What follows belongs to an exercise in optimizing a design on an open flow for small area, a short achievable clock period and few clock cycles per item; a production flow would make more cautious choices.
At most, simulation tests tie the RTL to the original design; equivalence was not proved.
Only the layout flow was run in run 3; the RTL was not checked for function there.
Power figures rest on the tool's default switching activity, not on a simulated workload.

File: run.sh
#!/bin/bash
# synth_recipe.tcl (not shown) runs the flow's synth.tcl, then flattens the netlist and writes it again
# the make line also repeats each setting of config.mk as NAME=value (left out here)
make -C /OpenROAD-flow-scripts/flow DESIGN_CONFIG=/design/flow/config.mk WORK_HOME=/design/flow/orfs CLKGATE_MAP_FILE= SYNTH_SCRIPT=/design/flow/synth_recipe.tcl finish
File: config.mk
export PLATFORM = sky130hd
export DESIGN_NAME = indent_style_detector_core
export DESIGN_NICKNAME = indent_style_detector_core
export VERILOG_FILES = /design/flow/design.v
export SDC_FILE = /design/flow/constraint.sdc
export NUM_CORES = 4
export LEC_CHECK = 0
export ABC_CLOCK_PERIOD_IN_PS = 3000
export CAP_MARGIN = 20
export CORE_MARGIN = 2
export CORE_UTILIZATION = 40
export PLACE_DENSITY = 0.6
export SETUP_SLACK_MARGIN = 4.5
export SLEW_MARGIN = 20
File: constraint.sdc
create_clock -name core_clock -period 8.0 [get_ports {clk}]
set_input_delay 1.6000 -clock core_clock [delete_from_list [all_inputs] [get_ports {clk}]]
set_output_delay 1.6000 -clock core_clock [all_outputs]
set_load 0.01 [all_outputs]
File: design.v
package isd_pkg;
	localparam logic [7:0] CH_TAB   = 8'h09;
	localparam logic [7:0] CH_LF    = 8'h0A;
	localparam logic [7:0] CH_CR    = 8'h0D;
	localparam logic [7:0] CH_SPACE = 8'h20;
	localparam logic [7:0] CH_STAR  = 8'h2A;
	localparam logic [1:0] REG_MIN_INDENT = 2'd0;
	localparam logic [1:0] REG_MAX_INDENT = 2'd1;
	localparam logic [1:0] REG_MAX_LINES  = 2'd2;
	localparam logic [7:0]  MIN_INDENT_RST = 8'd2;
	localparam logic [7:0]  MAX_INDENT_RST = 8'd8;
	localparam logic [15:0] MAX_LINES_RST  = 16'd500;
	localparam logic [1:0] STYLE_UNKNOWN = 2'd0;
	localparam logic [1:0] STYLE_TABS    = 2'd1;
	localparam logic [1:0] STYLE_SPACES  = 2'd2;
	typedef struct packed {
		logic eol;
		logic content;    
		logic sp;         
		logic tab;        
		logic star;       
		logic other;      
	} isd_word_t;
endpackage
module indent_style_detector_core (
	input  logic        clk,
	input  logic        arst_n,
	input  logic        in_valid,
	output logic        in_ready,
	input  logic [7:0]  text_byte,
	input  logic        has_byte,
	input  logic        end_of_line,
	output logic        out_valid,
	input  logic        out_ready,
	output logic        keep_going,
	output logic [1:0]  tab_style,
	output logic [7:0]  indent_size,
	output logic [31:0] lines_seen,
	input  logic        cfg_we,
	input  logic [1:0]  cfg_index,
	input  logic [15:0] cfg_data
);
	function automatic logic [15:0] sat_inc(input logic [15:0] v);
		sat_inc = (&v) ? v : v + 16'd1;
	endfunction
	logic [7:0]  min_indent_q;
	logic [7:0]  max_indent_q;
	logic [15:0] max_lines_q;
	logic [7:0]  in_range;    
	always_ff @(posedge clk or negedge arst_n) begin
		if (!arst_n) begin
			min_indent_q <= isd_pkg::MIN_INDENT_RST;
			max_indent_q <= isd_pkg::MAX_INDENT_RST;
			max_lines_q  <= isd_pkg::MAX_LINES_RST;
		end else if (cfg_we) begin
			case (cfg_index)
				isd_pkg::REG_MIN_INDENT: min_indent_q <= cfg_data[7:0];
				isd_pkg::REG_MAX_INDENT: max_indent_q <= cfg_data[7:0];
				isd_pkg::REG_MAX_LINES:  max_lines_q  <= cfg_data;
				default: ;
			endcase
		end
	end
	always_comb begin
		for (int i = 0; i < 8; i++) begin
			in_range[i] = ({1'b0, min_indent_q} + 9'(i)) <= {1'b0, max_indent_q};
		end
	end
	logic       rc_busy_q;
	logic [3:0] rc_idx_q;
	logic       rc_fin;
	assign rc_fin = rc_busy_q && rc_idx_q[3];
	logic out_valid_q;
	logic adv;
	assign adv = (!out_valid_q || out_ready) && !rc_busy_q;
	isd_pkg::isd_word_t in_word;
	isd_pkg::isd_word_t w0_q, w1_q;
	logic w0_v_q, w1_v_q;
	logic in_ready_q;
	logic acc, cons;
	logic w0_v_d, w1_v_d;
	always_comb begin
		in_word.eol     = end_of_line;
		in_word.content = has_byte && text_byte != isd_pkg::CH_CR && text_byte != isd_pkg::CH_LF;
		in_word.sp      = has_byte && text_byte == isd_pkg::CH_SPACE;
		in_word.tab     = has_byte && text_byte == isd_pkg::CH_TAB;
		in_word.star    = has_byte && text_byte == isd_pkg::CH_STAR;
		in_word.other   = has_byte && text_byte != isd_pkg::CH_SPACE
			&& text_byte != isd_pkg::CH_TAB && text_byte != isd_pkg::CH_STAR;
	end
	logic        pend_q;    
	logic        clr_q;     
	logic        run_q, tab_q, skip_q, cont_q, spnz_q;
	logic [15:0] sp_q;
	logic        run_b, tab_b, skip_b, cont_b, spnz_b;
	logic [15:0] sp_b;
	logic        run_d, tab_d, skip_d, cont_d, spnz_d;
	logic [15:0] sp_d;
	assign acc  = in_valid && in_ready_q;
	assign cons = w0_v_q && (!pend_q || adv);
	always_comb begin
		if (cons) begin
			w0_v_d = w1_v_q || acc;
			w1_v_d = w1_v_q && acc;
		end else begin
			w0_v_d = w0_v_q || acc;
			w1_v_d = w1_v_q || (w0_v_q && acc);
		end
	end
	always_ff @(posedge clk or negedge arst_n) begin
		if (!arst_n) begin
			w0_v_q     <= 1'b0;
			w1_v_q     <= 1'b0;
			in_ready_q <= 1'b1;
		end else begin
			w0_v_q     <= w0_v_d;
			w1_v_q     <= w1_v_d;
			in_ready_q <= !(w0_v_d && w1_v_d);
		end
	end
	always_ff @(posedge clk) begin
		if (cons ? (w1_v_q || acc) : (!w0_v_q && acc)) begin
			w0_q <= (cons && w1_v_q) ? w1_q : in_word;
		end
		if (acc && (cons ? w1_v_q : w0_v_q)) begin
			w1_q <= in_word;
		end
	end
	assign in_ready = in_ready_q;
	always_comb begin
		run_b  = clr_q || run_q;
		tab_b  = !clr_q && tab_q;
		skip_b = !clr_q && skip_q;
		cont_b = !clr_q && cont_q;
		spnz_b = !clr_q && spnz_q;
		sp_b   = clr_q ? 16'd0 : sp_q;
		run_d  = run_b;
		tab_d  = tab_b;
		skip_d = skip_b;
		cont_d = cont_b || w0_q.content;
		spnz_d = spnz_b;
		sp_d   = sp_b;
		if (run_b) begin
			if (w0_q.tab) begin
				tab_d = 1'b1;
				if (spnz_b) begin
					skip_d = 1'b1;
					run_d  = 1'b0;
				end
			end
			if (w0_q.sp) begin
				sp_d   = sat_inc(sp_b);
				spnz_d = 1'b1;
				if (tab_b) begin
					skip_d = 1'b1;
					run_d  = 1'b0;
				end
			end
			if (w0_q.star) begin
				skip_d = 1'b1;
				run_d  = 1'b0;
			end
			if (w0_q.other) begin
				run_d = 1'b0;
			end
		end
	end
	always_ff @(posedge clk or negedge arst_n) begin
		if (!arst_n) begin
			pend_q <= 1'b0;
			clr_q  <= 1'b1;
		end else begin
			if (cons) begin
				pend_q <= w0_q.eol;
				clr_q  <= w0_q.eol;
			end else if (adv) begin
				pend_q <= 1'b0;
			end
		end
	end
	always_ff @(posedge clk) begin
		if (cons) begin
			run_q  <= run_d;
			tab_q  <= tab_d;
			skip_q <= skip_d;
			cont_q <= cont_d;
			spnz_q <= spnz_d;
			sp_q   <= sp_d;
		end
	end
	logic [15:0] prev_q;
	logic [15:0] delta;
	logic [2:0]  bin;
	logic        hit;
	logic        s2_fire;
	logic        s3_v_q, s3_tabl_q, s3_spl_q, s3_hit_q;
	logic [2:0]  s3_bin_q;
	assign s2_fire = adv && pend_q;
	always_comb begin
		delta = (sp_q >= prev_q) ? sp_q - prev_q : prev_q - sp_q;
		bin   = delta[2:0] - min_indent_q[2:0];
		hit   = !skip_q && !tab_q && cont_q && (delta[15:8] == 8'd0)
			&& (delta[7:0] >= min_indent_q)
			&& ({1'b0, delta[7:0]} < {1'b0, min_indent_q} + 9'd8)
			&& in_range[bin];
	end
	always_ff @(posedge clk or negedge arst_n) begin
		if (!arst_n) begin
			prev_q <= 16'd0;
			s3_v_q <= 1'b0;
		end else if (adv) begin
			s3_v_q <= pend_q;
			if (pend_q && !skip_q && !tab_q && cont_q) begin
				prev_q <= sp_q;
			end
		end
	end
	always_ff @(posedge clk) begin
		if (s2_fire) begin
			s3_tabl_q <= !skip_q && tab_q;
			s3_spl_q  <= !skip_q && !tab_q && spnz_q;
			s3_hit_q  <= hit;
			s3_bin_q  <= bin;
		end
	end
	logic [15:0] line_total_q, tab_total_q, space_total_q;
	logic [12:0] th_floor_q;    
	logic [3:0]  th_rem_q;      
	logic [15:0] hist_q [8];
	logic [7:0]  hist_v_q;
	logic [15:0] max_q;         
	logic [2:0]  max_idx_q;     
	logic        qual_q;        
	logic        s3_fire;
	logic [2:0]  rd_idx;
	logic [15:0] rd_val;
	logic [15:0] bump_val;
	logic        th_inc, th_sat, fl_inc;
	logic [12:0] floor_inc;
	logic        max_inc, idx_take;
	logic [15:0] line_nx, tab_nx, space_nx;
	logic        qual_nx;
	logic [2:0]  idx_nx;
	logic        rc_take;
	logic        keep_going_q;
	logic [1:0]  tab_style_q;
	logic [7:0]  indent_size_q;
	assign s3_fire   = adv && s3_v_q;
	assign rd_idx    = rc_busy_q ? rc_idx_q[2:0] : s3_bin_q;
	assign rd_val    = hist_v_q[rd_idx] ? hist_q[rd_idx] : 16'd0;
	assign bump_val  = sat_inc(rd_val);
	assign th_inc    = s3_tabl_q || s3_hit_q;
	assign th_sat    = (th_floor_q == 13'd6553) && (th_rem_q == 4'd5);
	assign fl_inc    = th_inc && !th_sat && (th_rem_q == 4'd9);
	assign floor_inc = th_floor_q + 13'd1;
	assign max_inc   = s3_hit_q && (rd_val == max_q) && !(&max_q);
	assign idx_take  = max_inc || (s3_hit_q && (bump_val == max_q) && (s3_bin_q < max_idx_q));
	assign idx_nx    = idx_take ? s3_bin_q : max_idx_q;
	assign line_nx   = sat_inc(line_total_q);
	assign tab_nx    = s3_tabl_q ? sat_inc(tab_total_q) : tab_total_q;
	assign space_nx  = s3_spl_q ? sat_inc(space_total_q) : space_total_q;
	always_comb begin
		qual_nx = qual_q;
		if (max_inc && !fl_inc) begin
			qual_nx = qual_q || (max_q == {3'd0, th_floor_q});
		end else if (!max_inc && fl_inc) begin
			qual_nx = qual_q && (max_q != {3'd0, floor_inc});
		end
	end
	assign rc_take = !rc_idx_q[3] && in_range[rc_idx_q[2:0]] && (rd_val > max_q);
	always_ff @(posedge clk or negedge arst_n) begin
		if (!arst_n) begin
			line_total_q  <= 16'd0;
			tab_total_q   <= 16'd0;
			space_total_q <= 16'd0;
			th_floor_q    <= 13'd0;
			th_rem_q      <= 4'd0;
			hist_v_q      <= 8'd0;
			max_q         <= 16'd0;
			max_idx_q     <= 3'd0;
			qual_q        <= 1'b0;
			keep_going_q  <= 1'b1;
			tab_style_q   <= isd_pkg::STYLE_UNKNOWN;
			indent_size_q <= 8'd0;
			rc_busy_q     <= 1'b0;
			rc_idx_q      <= 4'd0;
		end else if (cfg_we) begin
			rc_busy_q <= 1'b1;
			rc_idx_q  <= 4'd0;
			max_q     <= 16'd0;
			max_idx_q <= 3'd0;
		end else if (rc_busy_q) begin
			rc_idx_q <= rc_idx_q + 4'd1;
			if (rc_take) begin
				max_q     <= rd_val;
				max_idx_q <= rc_idx_q[2:0];
			end
			if (rc_fin) begin
				rc_busy_q     <= 1'b0;
				qual_q        <= max_q > {3'd0, th_floor_q};
				keep_going_q  <= line_total_q < max_lines_q;
				indent_size_q <= (max_q > {3'd0, th_floor_q}) ? min_indent_q + {5'd0, max_idx_q} : 8'd0;
			end
		end else if (s3_fire) begin
			line_total_q  <= line_nx;
			tab_total_q   <= tab_nx;
			space_total_q <= space_nx;
			if (th_inc && !th_sat) begin
				if (th_rem_q == 4'd9) begin
					th_rem_q   <= 4'd0;
					th_floor_q <= floor_inc;
				end else begin
					th_rem_q <= th_rem_q + 4'd1;
				end
			end
			if (s3_hit_q) begin
				hist_v_q[s3_bin_q] <= 1'b1;
			end
			if (max_inc) begin
				max_q <= max_q + 16'd1;
			end
			max_idx_q     <= idx_nx;
			qual_q        <= qual_nx;
			keep_going_q  <= keep_going_q && (line_nx != max_lines_q);
			if (tab_nx > space_nx) begin
				tab_style_q <= isd_pkg::STYLE_TABS;
			end else if (space_nx > tab_nx) begin
				tab_style_q <= isd_pkg::STYLE_SPACES;
			end else begin
				tab_style_q <= isd_pkg::STYLE_UNKNOWN;
			end
			indent_size_q <= qual_nx ? min_indent_q + {5'd0, idx_nx} : 8'd0;
		end
	end
	always_ff @(posedge clk) begin
		if (s3_fire && s3_hit_q) begin
			hist_q[s3_bin_q] <= bump_val;
		end
	end
	always_ff @(posedge clk or negedge arst_n) begin
		if (!arst_n) begin
			out_valid_q <= 1'b0;
		end else if (adv) begin
			out_valid_q <= s3_v_q;
		end
	end
	assign out_valid   = out_valid_q;
	assign keep_going  = keep_going_q;
	assign tab_style   = tab_style_q;
	assign indent_size = indent_size_q;
	assign lines_seen  = {16'd0, line_total_q};
endmodule
==> run summary, run 1 <==
* Status: finished clean
* Yosys reg bits at 331
* Final hold viol count at 0
* Die area at 0.0596 mm^2
* CP Data Required Time at 8.49 ns
* Crit path from: rc_busy_q$_DFF_PN0_
* Fin crit share at 70.7%
* Switching Fraction at 34.2%
* CTS buffer count at 39
* Reg2reg path depth at 27
* Worst Min Path Start: th_rem_q[2]$_DFFE_PN0P_
* Vias at between 15,000 and 20,000
* CORE AREA at 0.0567 mm^2
* Register area at 0.00915 mm^2
* Max-cap viol count at 0
* Predominant post-synthesis flop cell: edfxtp_1
* Flop pwr share at between 30% and 40%
* Critical Path Sink Type: register
* Final nets at 2,814
* Hold Crit Class: reg -> reg
* Clk latency of the worst-skew pair at roughly 0.58 ns
* First drt pass iteration count at 5
* Worst-margin pin slew at 1.12 ns
* Row cnt at 87
* Syn Inst Count at 2,378
* Synth warn at 1
* Global-route usage over all layers at 22.8%
* IR drop worst, VDD at 152 uV
* Min-Delay Endpoint: th_rem_q[2]$_DFFE_PN0P_
* Residual DRC at 0
* Filler cells at 5,100
* Switch Pwr at roughly 2.0 mW
* Clk sinks at 331
* Final Instance Area at 0.0286 mm^2
* Post-Syn Area at 0.0231 mm^2
* Power per cell area at 204 mW/mm^2
* IO buf count at 61
* CTS max path bufs at 3
* Multi-input logic area at 0.0143 mm^2
* Cell type contributing the most total cell area after synthesis: edfxtp_1
* Max FO, Critical Path at 8
* CP max stage delay at around 0.57 ns
* Grt total ovfl at 0
* Area Overhead vs Synth at 23.9%
* Critical path class: reg -> reg
* H-tree depth at 2
* Final setup viols at 0
* Fmax at roughly 180 MHz
* Num ports at 78
* Avg Inst Size Synth at 9.69 um^2
* Routed WL at 69,100 um
* Largest net degree at the start of global routing at 66
* Setup TNS at 0 ns
* Non-filler cells, final at 3,372
* TritonCTS clock tree: built
* Iter 0 DRT Violations at 1,664
* Initial core utilization at 40.6%
* Share of cells above drive strength 1 at 21.0%
* Dpl cell area at roughly 0.025 mm^2
* Vias in the first global route at around 19,000
* Logic pwr share at 33.7%
* WL/cell at between 20 and 25 um
* Most frequent cells after synthesis: 239 x nand2_1, 188 x ha_1, 167 x edfxtp_1, 165 x nor2_1, 153 x dfrtp_1
* FF-to-FF End: indent_size_q[4]$_DFFE_PN0P_
* Post-synth EDFFs at 167
* RePlAce Congestion at 0.898
* Tot Pwr at 5.84 mW
* RSZ-0062 raised after global routing: true
* Global-route wire length before repair at 108,000 um
* Main area contributors after synthesis: edfxtp_1 22%, dfrtp_1 17%, ha_1 10%
* CP Launch Type: register
* Most common cell in the synthesized netlist: nand2_1
* Async SR Flop Fraction at 49.5%
* DIE HEIGHT at 244 um
* Clock group share of total power at approximately 31%
* Synth unique cells at 109
* ANT cells at 0
* Slew HR at between 20% and 30%
* Initial antenna violation count at 0
* Pleak at 11.7 nW
* WP buf/inv at 3
* Crit path time final at 5.66 ns
* Sequential share of the synthesized area at 39.6%
* Pins Over Slew Limit at 0
* Yosys top cell area share at 21.8%
* Clock slew at reported path FFs at ~0.060 ns
* CP arrival at 6.15 ns
* Placed instance count at 3,126
* Via density at 5.69
* Worst Skew at 0.0264 ns
* Reg2reg start: rc_busy_q$_DFF_PN0_
* Worst hold path cell count at 1
* Routed Antenna Nets at 0
* Fin Hold WS at 0.492 ns
* Internal power at slightly below 4 mW
* Chip width at 244 um
* Crit-path leading delay family: simple AND/OR/NAND/NOR gates
* FF-to-FF setup slack at 2.34 ns
* DP Wirelength at 45,900 um
* Critical path's slowest cell: dfrtp_4
* CTS root buf: clkbuf_16
-- cell families (layout without fill, tap and decap cells) --
family / after synthesis / after routing / share of synthesized area, %
AO/OA/AOI/OAI: 544 / 545 / 15.9
XOR/XNOR: 205 / 205 / 7.91
adder cells (fa/ha/maj): 193 / 193 / 10.6
buffers and inverters: 251 / 468 / 4.82
flip-flops: 331 / 331 / 39.6
multiplexers: 91 / 94 / 4.77
other: 1 / 16 / 0.0163
AND/OR/NAND/NOR: 762 / 764 / 16.3
-- registers in the layout, indices dropped and copies added (netlist names), 13 cells and up --
register,count
space_total_q,16
hist_q,128
prev_q,16
max_q,16
tab_total_q,16
line_total_q,16
sp_q,16
th_floor_q,13
max_lines_q,16
-- cells in the final DEF (no fill, tap or decap), drive strengths merged, types with 35 or more instances in the layout --
cell and count:
a21o 48, nor2b 60, and3 35, mux2i 40
mux2 47, a21oi 106, clkdlybuf4s50 59, xor2 58
xnor2 145, buf 193, nor2 167, inv 144
nand3 59, dfrtp 153, clkbuf 49, nand2 241
o21ai 147, ha 188, nor3 54, edfxtp 167
-- power groups by stage --
stage	registers (mW)	clock network [mW]	logic [mW]
2_1_floorplan	2.03	0	1.18
3_3_place_gp	2.09	0	1.55
3_5_place_dp	2.09	0	1.58
4_1_cts	2.06	1.85	1.85
5_1_grt	2.07	1.91	2.15
6_report	2.06	1.81	1.97
-- through the flow --
step / setup WS, ns / util [%]
5_1_grt: 2.11 / 50.4
4_1_cts: 2.48 / 49.3
2_1_floorplan: 2.67 / -
3_5_place_dp: 1.15 / 43.2
6_report: 2.34 / 50.4
3_3_place_gp: 1.34 / 43.2
-- routing by layer --
| metal | wire (um) | track usage, % | share of wire [%] | vias up |
|---|---|---|---|---|
| met5 | 0 | 0 | 0 | - |
| met3 | 4320 | 3.01 | 6.2 | 165 |
| met4 | 2450 | 8.45 | 3.5 | 0 |
| li1 | - | - | - | 8979 |
| met1 | 30400 | 31.2 | 44 | 9402 |
| met2 | 32000 | 36.9 | 46 | 650 |
-- worst max-delay path by stage --
stage                                              end  slack [ns]  cells past startpoint
final                     indent_size_q[4]$_DFFE_PN0P_        2.34                     27
after global routing      indent_size_q[4]$_DFFE_PN0P_        2.11                     29
after CTS                 indent_size_q[4]$_DFFE_PN0P_        2.48                     27
after detailed placement  indent_size_q[6]$_DFFE_PN0P_        1.15                     25
after global placement    indent_size_q[6]$_DFFE_PN0P_        1.34                     25
after floorplan           indent_size_q[4]$_DFFE_PN0P_        2.67                     26
-- area by class of cell --
class	instances	share of cell area (%)
Timing Repair Buffer	255	8.23
Clock buffer	48	3.71
Inverter	143	1.98
Timing Repair inverter	1	0.0307
Clock inverter	21	0.775
Tap cell	756	3.31
Multi-Input combinational cell	1817	49.9
Sequential cell	331	32.0
-- what timing repair did --
action / in CTS / in global routing
resized for setup: 224 / 73
pin swaps: 63 / 51
setup endpoints to repair: 406 / 150
hold buffers: 0 / 0
setup buffers: 130 / 35
cloned: 9 / 3
Testbench counts, summed over its fixed seeds: cycles 171,833, lines 9,600.
==> run 2, diff against run 1 <==
--- a/config.mk
+++ b/config.mk
@@ -6,9 +6,7 @@
 export NUM_CORES = 4
 export LEC_CHECK = 0
-export ABC_CLOCK_PERIOD_IN_PS = 3000
 export CAP_MARGIN = 20
 export CORE_MARGIN = 2
 export CORE_UTILIZATION = 40
 export PLACE_DENSITY = 0.6
-export SETUP_SLACK_MARGIN = 4.5
 export SLEW_MARGIN = 20
==> run summary, run 2 <==
* Num ports at 78 (unchanged)
* Async SR Flop Fraction at 49.5% (unchanged)
* Register name with the most flops: hist_q
* ANT cells at 0 (unchanged)
* Post-Synth XOR/XNOR Area at 7.91% (unchanged)
* Cell type contributing the most total cell area after synthesis: edfxtp_1
* Share of cells above drive strength 1 at 8.81% (-12 points)
* RePlAce Congestion at 0.911 (+1.4%)
* CORE AREA at 0.0567 mm^2 (unchanged)
* Status: finished clean
* Max-cap viol count at 0 (unchanged)
* Most frequent cells after synthesis: 239 x nand2_1, 188 x ha_1, 167 x edfxtp_1, 165 x nor2_1, 153 x dfrtp_1
* IO buf count at 61 (unchanged)
* Clock slew at reported path FFs at 0.06 ns (about the same)
* Pins Over Slew Limit at 0 (unchanged)
* Syn Inst Count at 2,378 (unchanged)
* WL/cell at 19.2 um (-6.3%)
* Power per cell area at 216 mW/mm^2 (+5.8%)
* Fmax at 140 MHz (-21%)
* Max FO, Critical Path at 27 (+19)
* Clk sinks at 331 (unchanged)
* Initial core utilization at 40.6% (unchanged)
* Vias at 17,992 (-6.3%)
* Post-CTS Setup Bufs at 0 (-100%)
* Slew HR at 30.3% (+5.2 points)
* Synth Area in Adders at 10.6% (unchanged)
* First drt pass iteration count at 5 (unchanged)
* Placed instance count at 3,130 (+0.13%)
* Residual DRC at 0 (unchanged)
* Area Overhead vs Synth at 11.8%
* CP Launch Type: register
* Routed Antenna Nets at 0 (unchanged)
* Yosys reg bits at 331 (unchanged)
* Final setup viols at 0 (unchanged)
* Vias in the first global route at 18,022 (-6.1%)
* Worst Skew at 0.0258 ns (-0.000662 ns)
* TritonCTS clock tree: built
* Initial antenna violation count at 0 (unchanged)
* Most frequent cells in the layout: 239 x nand2_1, 188 x ha_1, 167 x edfxtp_1
* Synth warn at 1 (unchanged)
* Simple-gate share of the synthesized area at 16.3% (unchanged)
* Crit path from: rc_busy_q$_DFF_PN0_
* Max FFs per register at 128 (unchanged)
* Global-route usage over all layers at 20.6% (-2.2 points)
* Die area at 0.0596 mm^2 (unchanged)
* CTS resizes at 0 (-100%)
* IR drop worst, VDD at 169 uV (+11%)
* Compound-Gate Fraction of Synth Area at 15.9% (unchanged)
* Reg2reg start: rc_busy_q$_DFF_PN0_
* Iter 0 DRT Violations at 1,320 (-21%)
* Worst Min Path Start: th_rem_q[2]$_DFFE_PN0P_
* Fin crit share at 89.1% (+18 points)
* Most common cell in the synthesized netlist: nand2_1
* Global-route wire length before repair at 98,600 um (-8.9%)
* Worst-margin pin slew at 1.04 ns (-0.0872 ns)
* Cts hold-fix bufs at 0 (unchanged)
* Chip width at 244 um (unchanged)
* Dpl cell area at 0.0243 mm^2 (-0.81%)
* Routed WL at 61,600 um (-11%)
* Synth unique cells at 109 (unchanged)
* DP Wirelength at 44,800 um (-2.3%)
* Final core utilization at 45.4% (-4.9 points)
* Critical Path Sink Type: register
* Final Instance Area at 0.0258 mm^2 (-9.8%)
* H-tree depth at 2 (unchanged)
* Final nets at 2,645 (-6.0%)
* CTS max path bufs at 3 (unchanged)
* Row cnt at 87 (unchanged)
* Fin Hold WS at 0.482 ns (-0.00977 ns)
* Largest family of logic cells by synthesized area: simple AND/OR/NAND/NOR gates
* DIE HEIGHT at 244 um (unchanged)
* Crit path time final at 7.13 ns (+1.47 ns)
* Yosys top cell area share at 21.8% (unchanged)
* Grt total ovfl at 0 (unchanged)
* Sequential share of the synthesized area at 39.6% (unchanged)
* Main area contributors after synthesis: edfxtp_1 22%, dfrtp_1 17%, ha_1 10%
* Non-filler cells, final at 3,209 (-4.8%)
* Predominant post-synthesis flop cell: edfxtp_1
* Most common cell after layout, fill and taps aside: nand2_1
* CTS buffer count at 42 (+7.7%)
* Setup TNS at 0 ns (unchanged)
* Pleak at 10.6 nW (-9.3%)
* Largest net degree at the start of global routing at 99 (+50%)
* Hold Crit Class: reg -> reg
* Clk latency of the worst-skew pair at 0.58 ns (about the same)
* Post-synthesis mux area share at 4.77% (unchanged)
* CP Data Required Time at 8.48 ns (about the same)
* Post-synth EDFFs at 167 (unchanged)
* CP arrival at 7.60 ns (+1.45 ns)
* Via density at 5.61 (-1.5%)
* Final hold viol count at 0 (unchanged)
* RSZ-0062 raised after global routing: false
* CTS root buf: clkbuf_16
* Post-Syn Area at 0.0231 mm^2 (unchanged)
* Critical path class: reg -> reg
* Filler cells at 5,347 (+4.8%)
* Avg Inst Size Synth at 9.69 um^2 (unchanged)
==> run 2: cell counts after synthesis <==
No cell type changed its count.
==> run 2: power breakdown <==
part           switching (mW)  internal [mW]  leakage [nW]
combinational           0.893          0.654          6.18
sequential              0.143           1.92          3.68
clock                   0.779           1.18         0.707
==> run 2: logic make-up (layout without fill, tap and decap cells) <==
family	after synthesis	count (layout)
buffers and inverters	251	311
DFF	331	331
adders and majority gates	193	193
other	1	16
AOI/OAI and AO/OA	544	544
and+or+nand+nor	762	762
xor gates and xnor gates	205	205
muxes	91	91
==> run 2: area by class of cell <==
type                    count  area [um^2]  area share, %
inverters                 143          537           2.08
clock buffers              57         1190           4.61
flip-flops and latches    331         9130           35.4
repair buffers             90          830           3.22
multi-input cells        1811        12900           50.0
clock inverters            21          251          0.976
well taps                 756          946           3.67
==> run 2: layer usage <==
| metal | wire (um) | up-vias | GRT usage (%) | share of wire [%] |
|---|---|---|---|---|
| li1 | - | 8603 | - | - |
| met1 | 27900 | 8736 | 28.1 | 45 |
| met2 | 28400 | 524 | 33.7 | 46 |
| met3 | 3400 | 129 | 2.86 | 5.5 |
| met4 | 1960 | 0 | 7.23 | 3.2 |
| met5 | 0 | - | 0 | 0 |
==> run 2: path summary, 6_finish.rpt <==
path	slack, ns	cells after the start	end
setup / recovery	0.87	25	indent_size_q[6]$_DFFE_PN0P_
hold / removal	0.48	1	th_rem_q[2]$_DFFE_PN0P_
setup reg to reg	0.87	25	indent_size_q[6]$_DFFE_PN0P_
hold reg to reg	0.48	1	th_rem_q[2]$_DFFE_PN0P_
max in group asynchronous	5.33	2	rc_busy_q$_DFF_PN0_
min in group asynchronous	1.10	1	w1_v_q$_DFF_PN0_
==> run 2: critical path, cell delays in order (launching register included) <==
cell       delay [ns]
dfrtp_2          0.75
mux2i_4          0.67
buf_4            0.32
nor3_1           0.09
o32a_1           0.38
nor2_2           0.27
ha_1             0.30
nand2b_1         0.13
nor3_2           0.18
nand3_1          0.34
or2_4            0.44
mux2i_1          0.14
or4_4            0.55
a2111oi_4        0.25
nand4_1          0.25
and2_1           0.27
o21ai_1          0.13
ha_1             0.19
inv_1            0.06
fa_1             0.40
nor2b_1          0.18
nor2_1           0.06
nor2_1           0.08
a21oi_1          0.06
or3_1            0.32
a31oi_1          0.18
==> run 2: stage by stage <==
stage	power (mW)	setup WS, ns
floorplan	3.16	2.13
global placement	3.59	1.13
detailed placement	3.63	0.964
CTS	5.61	0.915
global route	5.88	0.307
finish	5.57	0.872
==> run 3, diff against run 2 <==
--- a/design.v
+++ b/design.v
@@ -190,5 +190,4 @@
 	end
 	logic [15:0] prev_q;
-	logic [15:0] delta;
 	logic [2:0]  bin;
 	logic        hit;
@@ -197,11 +196,16 @@
 	logic [2:0]  s3_bin_q;
 	assign s2_fire = adv && pend_q;
+	logic [16:0] d_up, d_dn;
+	logic [8:0]  e_up, e_dn;
+	logic        win_up, win_dn;
 	always_comb begin
-		delta = (sp_q >= prev_q) ? sp_q - prev_q : prev_q - sp_q;
-		bin   = delta[2:0] - min_indent_q[2:0];
-		hit   = !skip_q && !tab_q && cont_q && (delta[15:8] == 8'd0)
-			&& (delta[7:0] >= min_indent_q)
-			&& ({1'b0, delta[7:0]} < {1'b0, min_indent_q} + 9'd8)
-			&& in_range[bin];
+		d_up   = {1'b0, sp_q} - {1'b0, prev_q};
+		d_dn   = {1'b0, prev_q} - {1'b0, sp_q};
+		e_up   = {1'b0, d_up[7:0]} - {1'b0, min_indent_q};
+		e_dn   = {1'b0, d_dn[7:0]} - {1'b0, min_indent_q};
+		win_up = (d_up[15:8] == 8'd0) && !e_up[8] && (e_up[7:3] == 5'd0) && in_range[e_up[2:0]];
+		win_dn = (d_dn[15:8] == 8'd0) && !e_dn[8] && (e_dn[7:3] == 5'd0) && in_range[e_dn[2:0]];
+		bin    = d_up[16] ? e_dn[2:0] : e_up[2:0];
+		hit    = !skip_q && !tab_q && cont_q && (d_up[16] ? win_dn : win_up);
 	end
 	always_ff @(posedge clk or negedge arst_n) begin
@@ -239,5 +243,8 @@
 	logic [12:0] floor_inc;
 	logic        max_inc, idx_take;
-	logic [15:0] line_nx, tab_nx, space_nx;
+	logic [15:0] line_nx, tab_inc, space_inc;
+	logic [15:0] max_m1;
+	logic [7:0]  ind_bin, ind_cur;
+	logic [1:0]  style_nx;
 	logic        qual_nx;
 	logic [2:0]  idx_nx;
@@ -254,10 +261,13 @@
 	assign fl_inc    = th_inc && !th_sat && (th_rem_q == 4'd9);
 	assign floor_inc = th_floor_q + 13'd1;
+	assign max_m1    = max_q - 16'd1;
 	assign max_inc   = s3_hit_q && (rd_val == max_q) && !(&max_q);
-	assign idx_take  = max_inc || (s3_hit_q && (bump_val == max_q) && (s3_bin_q < max_idx_q));
+	assign idx_take  = max_inc || (s3_hit_q && (rd_val == max_m1) && (s3_bin_q < max_idx_q));
 	assign idx_nx    = idx_take ? s3_bin_q : max_idx_q;
+	assign ind_bin   = min_indent_q + {5'd0, s3_bin_q};
+	assign ind_cur   = min_indent_q + {5'd0, max_idx_q};
 	assign line_nx   = sat_inc(line_total_q);
-	assign tab_nx    = s3_tabl_q ? sat_inc(tab_total_q) : tab_total_q;
-	assign space_nx  = s3_spl_q ? sat_inc(space_total_q) : space_total_q;
+	assign tab_inc   = sat_inc(tab_total_q);
+	assign space_inc = sat_inc(space_total_q);
 	always_comb begin
 		qual_nx = qual_q;
@@ -268,4 +278,20 @@
 		end
 	end
+	always_comb begin
+		style_nx = tab_style_q;
+		if (s3_tabl_q && !(&tab_total_q)) begin
+			if (tab_style_q == isd_pkg::STYLE_SPACES) begin
+				style_nx = (tab_inc == space_total_q) ? isd_pkg::STYLE_UNKNOWN : isd_pkg::STYLE_SPACES;
+			end else begin
+				style_nx = isd_pkg::STYLE_TABS;
+			end
+		end else if (s3_spl_q && !(&space_total_q)) begin
+			if (tab_style_q == isd_pkg::STYLE_TABS) begin
+				style_nx = (space_inc == tab_total_q) ? isd_pkg::STYLE_UNKNOWN : isd_pkg::STYLE_TABS;
+			end else begin
+				style_nx = isd_pkg::STYLE_SPACES;
+			end
+		end
+	end
 	assign rc_take = !rc_idx_q[3] && in_range[rc_idx_q[2:0]] && (rd_val > max_q);
 	always_ff @(posedge clk or negedge arst_n) begin
@@ -300,10 +326,14 @@
 				qual_q        <= max_q > {3'd0, th_floor_q};
 				keep_going_q  <= line_total_q < max_lines_q;
-				indent_size_q <= (max_q > {3'd0, th_floor_q}) ? min_indent_q + {5'd0, max_idx_q} : 8'd0;
+				indent_size_q <= (max_q > {3'd0, th_floor_q}) ? ind_cur : 8'd0;
 			end
 		end else if (s3_fire) begin
 			line_total_q  <= line_nx;
-			tab_total_q   <= tab_nx;
-			space_total_q <= space_nx;
+			if (s3_tabl_q) begin
+				tab_total_q <= tab_inc;
+			end
+			if (s3_spl_q) begin
+				space_total_q <= space_inc;
+			end
 			if (th_inc && !th_sat) begin
 				if (th_rem_q == 4'd9) begin
@@ -323,12 +353,6 @@
 			qual_q        <= qual_nx;
 			keep_going_q  <= keep_going_q && (line_nx != max_lines_q);
-			if (tab_nx > space_nx) begin
-				tab_style_q <= isd_pkg::STYLE_TABS;
-			end else if (space_nx > tab_nx) begin
-				tab_style_q <= isd_pkg::STYLE_SPACES;
-			end else begin
-				tab_style_q <= isd_pkg::STYLE_UNKNOWN;
-			end
-			indent_size_q <= qual_nx ? min_indent_q + {5'd0, idx_nx} : 8'd0;
+			tab_style_q   <= style_nx;
+			indent_size_q <= !qual_nx ? 8'd0 : idx_take ? ind_bin : ind_cur;
 		end
 	end
--- a/config.mk
+++ b/config.mk
@@ -6,7 +6,9 @@
 export NUM_CORES = 4
 export LEC_CHECK = 0
+export ABC_CLOCK_PERIOD_IN_PS = 3000
 export CAP_MARGIN = 20
 export CORE_MARGIN = 2
 export CORE_UTILIZATION = 40
 export PLACE_DENSITY = 0.6
+export SETUP_SLACK_MARGIN = 4.5
 export SLEW_MARGIN = 20
==> run summary, run 3 <==
* Status: finished clean
* Predominant post-synthesis flop cell: edfxtp_1
* Cts hold-fix bufs at 0 (unchanged)
* Global-route wire length before repair at 116,000 um (+17%)
* IR drop worst, VDD at 169 uV (-0.41%)
* WL met3 at 4810 um (+41%)
* Register name with the most flops: hist_q
* First drt pass iteration count at 6 (+1)
* Clk sinks at 331 (unchanged)
* RePlAce Congestion at 0.945 (+3.7%)
* Routed WL at 75,700 um (+23%)
* Pins Over Slew Limit at 0 (unchanged)
* ANT cells at 0 (unchanged)
* Critical path cell sequence: buf_6 -> buf_8 -> a211oi_4 -> a21oi_4 -> o221a_4 -> buf_4 -> o22a_4 -> and2_4 -> ha_4 -> nand4_1 -> buf_4 -> nor3_4 -> and4_4 -> a211o_1 -> a31o_2 -> nor2_1 -> a2111o_1 -> o21ai_4 -> buf_4 -> buf_6 -> a31oi_1 -> o22ai_2
* Final hold viol count at 0 (unchanged)
* Multi-input logic area at 0.0153 mm^2 (+18%)
* Setup TNS at 0 ns (unchanged)
* Worst-margin pin slew at 1.11 ns (+0.0769 ns)
* Synth warn at 1 (unchanged)
* FF-to-FF setup slack at 3.47 ns (+2.60 ns)
* Initial core utilization at 40.4% (-0.25 points)
* CP Launch Type: register
* Row cnt at 89 (+2.3%)
* Post-Syn Area at 0.0238 mm^2 (+3.4%)
* Grt total ovfl at 0 (unchanged)
* CP max stage delay at 0.57 ns (-0.18 ns)
* Max FFs per register at 128 (unchanged)
* Register area at 0.00915 mm^2 (+0.19%)
* Clock slew at reported path FFs at 0.06 ns (about the same)
* Largest family of logic cells by synthesized area: simple AND/OR/NAND/NOR gates
* Yosys reg bits at 331 (unchanged)
* Max FO, Critical Path at 8 (-70%)
* Chip width at 248 um (+1.7%)
* Hold Crit Class: reg -> reg
* Routed Antenna Nets at 0 (unchanged)
* Area Overhead vs Synth at 25.5%
* WP buf/inv at 6 (+4)
* WL/cell at 21.3 um (+11%)
* Tot Pwr at 6.69 mW (+20%)
* CTS max path bufs at 3 (unchanged)
* Initial antenna violation count at 0 (unchanged)
* TritonCTS clock tree: built
* Post-synthesis mux area share at 4.67% (-0.10 points)
* Crit path time final at 4.53 ns (-2.60 ns)
* Async SR Flop Fraction at 49.5% (unchanged)
* Compound-Gate Fraction of Synth Area at 16.0% (+0.053 points)
* Die area at 0.0616 mm^2 (+3.4%)
* Power per cell area at 224 mW/mm^2 (+3.4%)
* Most frequent cells in the layout: 221 x nor2_1, 199 x nand2_1, 167 x edfxtp_1
* Yosys top cell area share at 21.0% (-0.72 points)
* Slew HR at 25.1% (-5.2 points)
* Met2 wire length at 36,000 um (+27%)
* Filler cells at 5,286 (-1.1%)
* Vias in the first global route at 20,402 (+13%)
* Dpl cell area at 0.0254 mm^2 (+4.4%)
* Crit-path leading delay family: compound AO/OA/AOI/OAI gates
* Final setup viols at 0 (unchanged)
* Worst Skew at 0.0260 ns (+0.000184 ns)
* Synth unique cells at 101 (-7.3%)
* Syn Inst Count at 2,563 (+7.8%)
* Reg2reg path depth at 22 (-12%)
* Largest net degree at the start of global routing at 77 (-22%)
* CP Data Required Time at 8.48 ns (about the same)
* Fin crit share at 56.6% (-33 points)
* Most frequent cells after synthesis: 250 x nor2_1, 210 x nand2_1, 174 x ha_1, 167 x edfxtp_1, 163 x xnor2_1
* Critical path's slowest cell: dfrtp_4
* Max-cap viol count at 0 (unchanged)
* Simple-gate share of the synthesized area at 18.1% (+1.8 points)
* Fmax at 221 MHz (+57%)
* IO buf count at 61 (unchanged)
* Vias at 20,852 (+16%)
* Avg Inst Size Synth at 9.30 um^2 (-4.0%)
* Iter 0 DRT Violations at 1,866 (+41%)
* Non-filler cells, final at 3,547 (+11%)
* DIE HEIGHT at 248 um (+1.7%)
* Reg2reg start: rc_busy_q$_DFF_PN0_
* Synth Area in Adders at 9.63% (-1.0 points)
* Num ports at 78 (unchanged)
* CTS buffer count at 42 (unchanged)
* Pleak at 12.2 nW (+15%)
* Post-Synth XOR/XNOR Area at 8.29% (+0.38 points)
* H-tree depth at 2 (unchanged)
* Cell type contributing the most total cell area after synthesis: edfxtp_1
* Final nets at 2,954 (+12%)
* Residual DRC at 0 (unchanged)
* Critical path class: reg -> reg
* Critical path depth at 22 (-12%)
* CP arrival at 5.01 ns (-2.59 ns)
* Most common cell in the synthesized netlist: nor2_1
* CORE AREA at 0.0590 mm^2 (+4.1%)
* Share of cells above drive strength 1 at 21.1% (+12 points)
* FF-to-FF End: max_q[0]$_DFFE_PN0P_
* Post-synth EDFFs at 167 (unchanged)
* DP Wirelength at 50,100 um (+12%)
* Final Instance Area at 0.0299 mm^2 (+16%)
* Main area contributors after synthesis: edfxtp_1 21%, dfrtp_1 16%, ha_1 9.1%
* Placed instance count at 3,305 (+5.6%)
* Setup crit end: max_q[0]$_DFFE_PN0P_
* CTS root buf: clkbuf_16
* Sequential share of the synthesized area at 38.3% (-1.3 points)
* Top routing layer in use: met4
* Most used cell, CP: buf_4
* Via density at 5.88 (+4.9%)
* Critical Path Sink Type: register
* Crit path from: rc_busy_q$_DFF_PN0_
* Clk latency of the worst-skew pair at 0.58 ns (about the same)
* RSZ-0062 raised after global routing: true
* Global-route usage over all layers at 24.0% (+3.3 points)
* WL met1 at 31,800 um (+14%)
* Most common cell after layout, fill and taps aside: nor2_1
run 3: cell count changes in the layout (fill, tap and decap cells not counted), moves of 15 or more:
| cell | delta |
|---|---|
| buf_6 | +34 |
| ha_1 | -29 |
| nor2_4 | +20 |
| nand3_1 | +20 |
| nand2_1 | -40 |
| nand4_1 | +21 |
| o21ai_1 | +15 |
| mux2i_1 | -17 |
| buf_4 | +96 |
| nor2_1 | +56 |
| o21ai_0 | -48 |
run 3: metrics by stage:
step | util [%] | setup WS, ns | hold slack (ns)
2_1_floorplan | - | 3.99 | 0.428
3_3_place_gp | 43.0 | 2.26 | 0.468
3_5_place_dp | 43.0 | 2.18 | 0.463
4_1_cts | 49.1 | 3.63 | 0.475
5_1_grt | 50.7 | 3.36 | 0.494
6_report | 50.7 | 3.47 | 0.473
run 3: what timing repair did:
item                                    4_1_cts  5_1_grt
setup buffers                               104       48
endpoints found under the setup margin      349      290
gates cloned                                 12        1
resized for setup                           209      121
pin swaps                                    50       83
run 3: how the worst min path moves through the flow:
stage	from	endpoint	slack, ns	cells past startpoint
final	th_rem_q[0]$_DFFE_PN0P_	th_rem_q[0]$_DFFE_PN0P_	0.47	1
after global routing	th_rem_q[0]$_DFFE_PN0P_	th_rem_q[0]$_DFFE_PN0P_	0.49	1
after CTS	th_rem_q[0]$_DFFE_PN0P_	th_rem_q[0]$_DFFE_PN0P_	0.47	1
after detailed placement	th_rem_q[0]$_DFFE_PN0P_	th_rem_q[0]$_DFFE_PN0P_	0.46	1
after global placement	th_rem_q[0]$_DFFE_PN0P_	th_rem_q[0]$_DFFE_PN0P_	0.47	1
after floorplan	hist_v_q[0]$_DFFE_PN0P_	hist_v_q[0]$_DFFE_PN0P_	0.43	1
run 3: cell type report:
| class | count | area share [%] |
|---|---|---|
| clock buffers | 50 | 3.78 |
| clock inverters | 27 | 1.25 |
| repair buffers | 240 | 8.13 |
| flip-flops and latches | 331 | 30.6 |
| multi-input cells | 1970 | 51.0 |
| well taps | 773 | 3.23 |
| inverters | 156 | 2.02 |
run 3: cells by family (layout without fill, tap and decap cells):
group / count (synthesis) / count (layout)
xor gates and xnor gates: 224 / 224
DFF: 331 / 331
AOI/OAI and AO/OA: 571 / 571
buffers and inverters: 283 / 473
muxes: 91 / 94
adders and majority gates: 180 / 180
and+or+nand+nor: 882 / 885
other: 1 / 16
run 3: power by group:
| part | leakage (nW) | total (mW) | switching (mW) | internal, mW |
|---|---|---|---|---|
| clock | 0.727 | 2.05 | 0.804 | 1.25 |
| sequential | 3.64 | 2.10 | 0.157 | 1.94 |
| combinational | 7.81 | 2.53 | 1.40 | 1.14 |
| total | 12.2 | 6.69 | 2.36 | 4.33 |
run 3: routing by layer:
metal / vias up / GRT usage, %
met3: 208 / 3.16
met1: 10178 / 31.8
met2: 837 / 39.7
met5: - / 0
met4: 0 / 9.52
li1: 9629 / -

-- port drivers added, routing unchanged --
The flow's constraints put no driver on any port. The routed layouts listed below were extracted and timed again, unchanged, in two steps.
Step 1, drivers: a clkbuf_16 drives clk and a buf_2 each remaining input, both assumed.
Step 2 also shifts input and output timing later by t, the mid clock arrival at the registers, as if the neighbouring blocks saw the same clock.
a / b / c = ideal ports / drivers / drivers and shift; a / b = the first two.
| run | t, ns | slack for setup (ns) | cell pins on the clock port's net |
|---|---|---|---|
| run 1 | 0.630 | 2.341 / 2.341 / 2.341 | 1 |
| run 2 | 0.622 | 0.872 / 0.872 / 0.872 | 1 |
| run 3 | 0.629 | 3.474 / 3.474 / 3.474 | 1 |
After both steps every run listed still meets setup and hold.
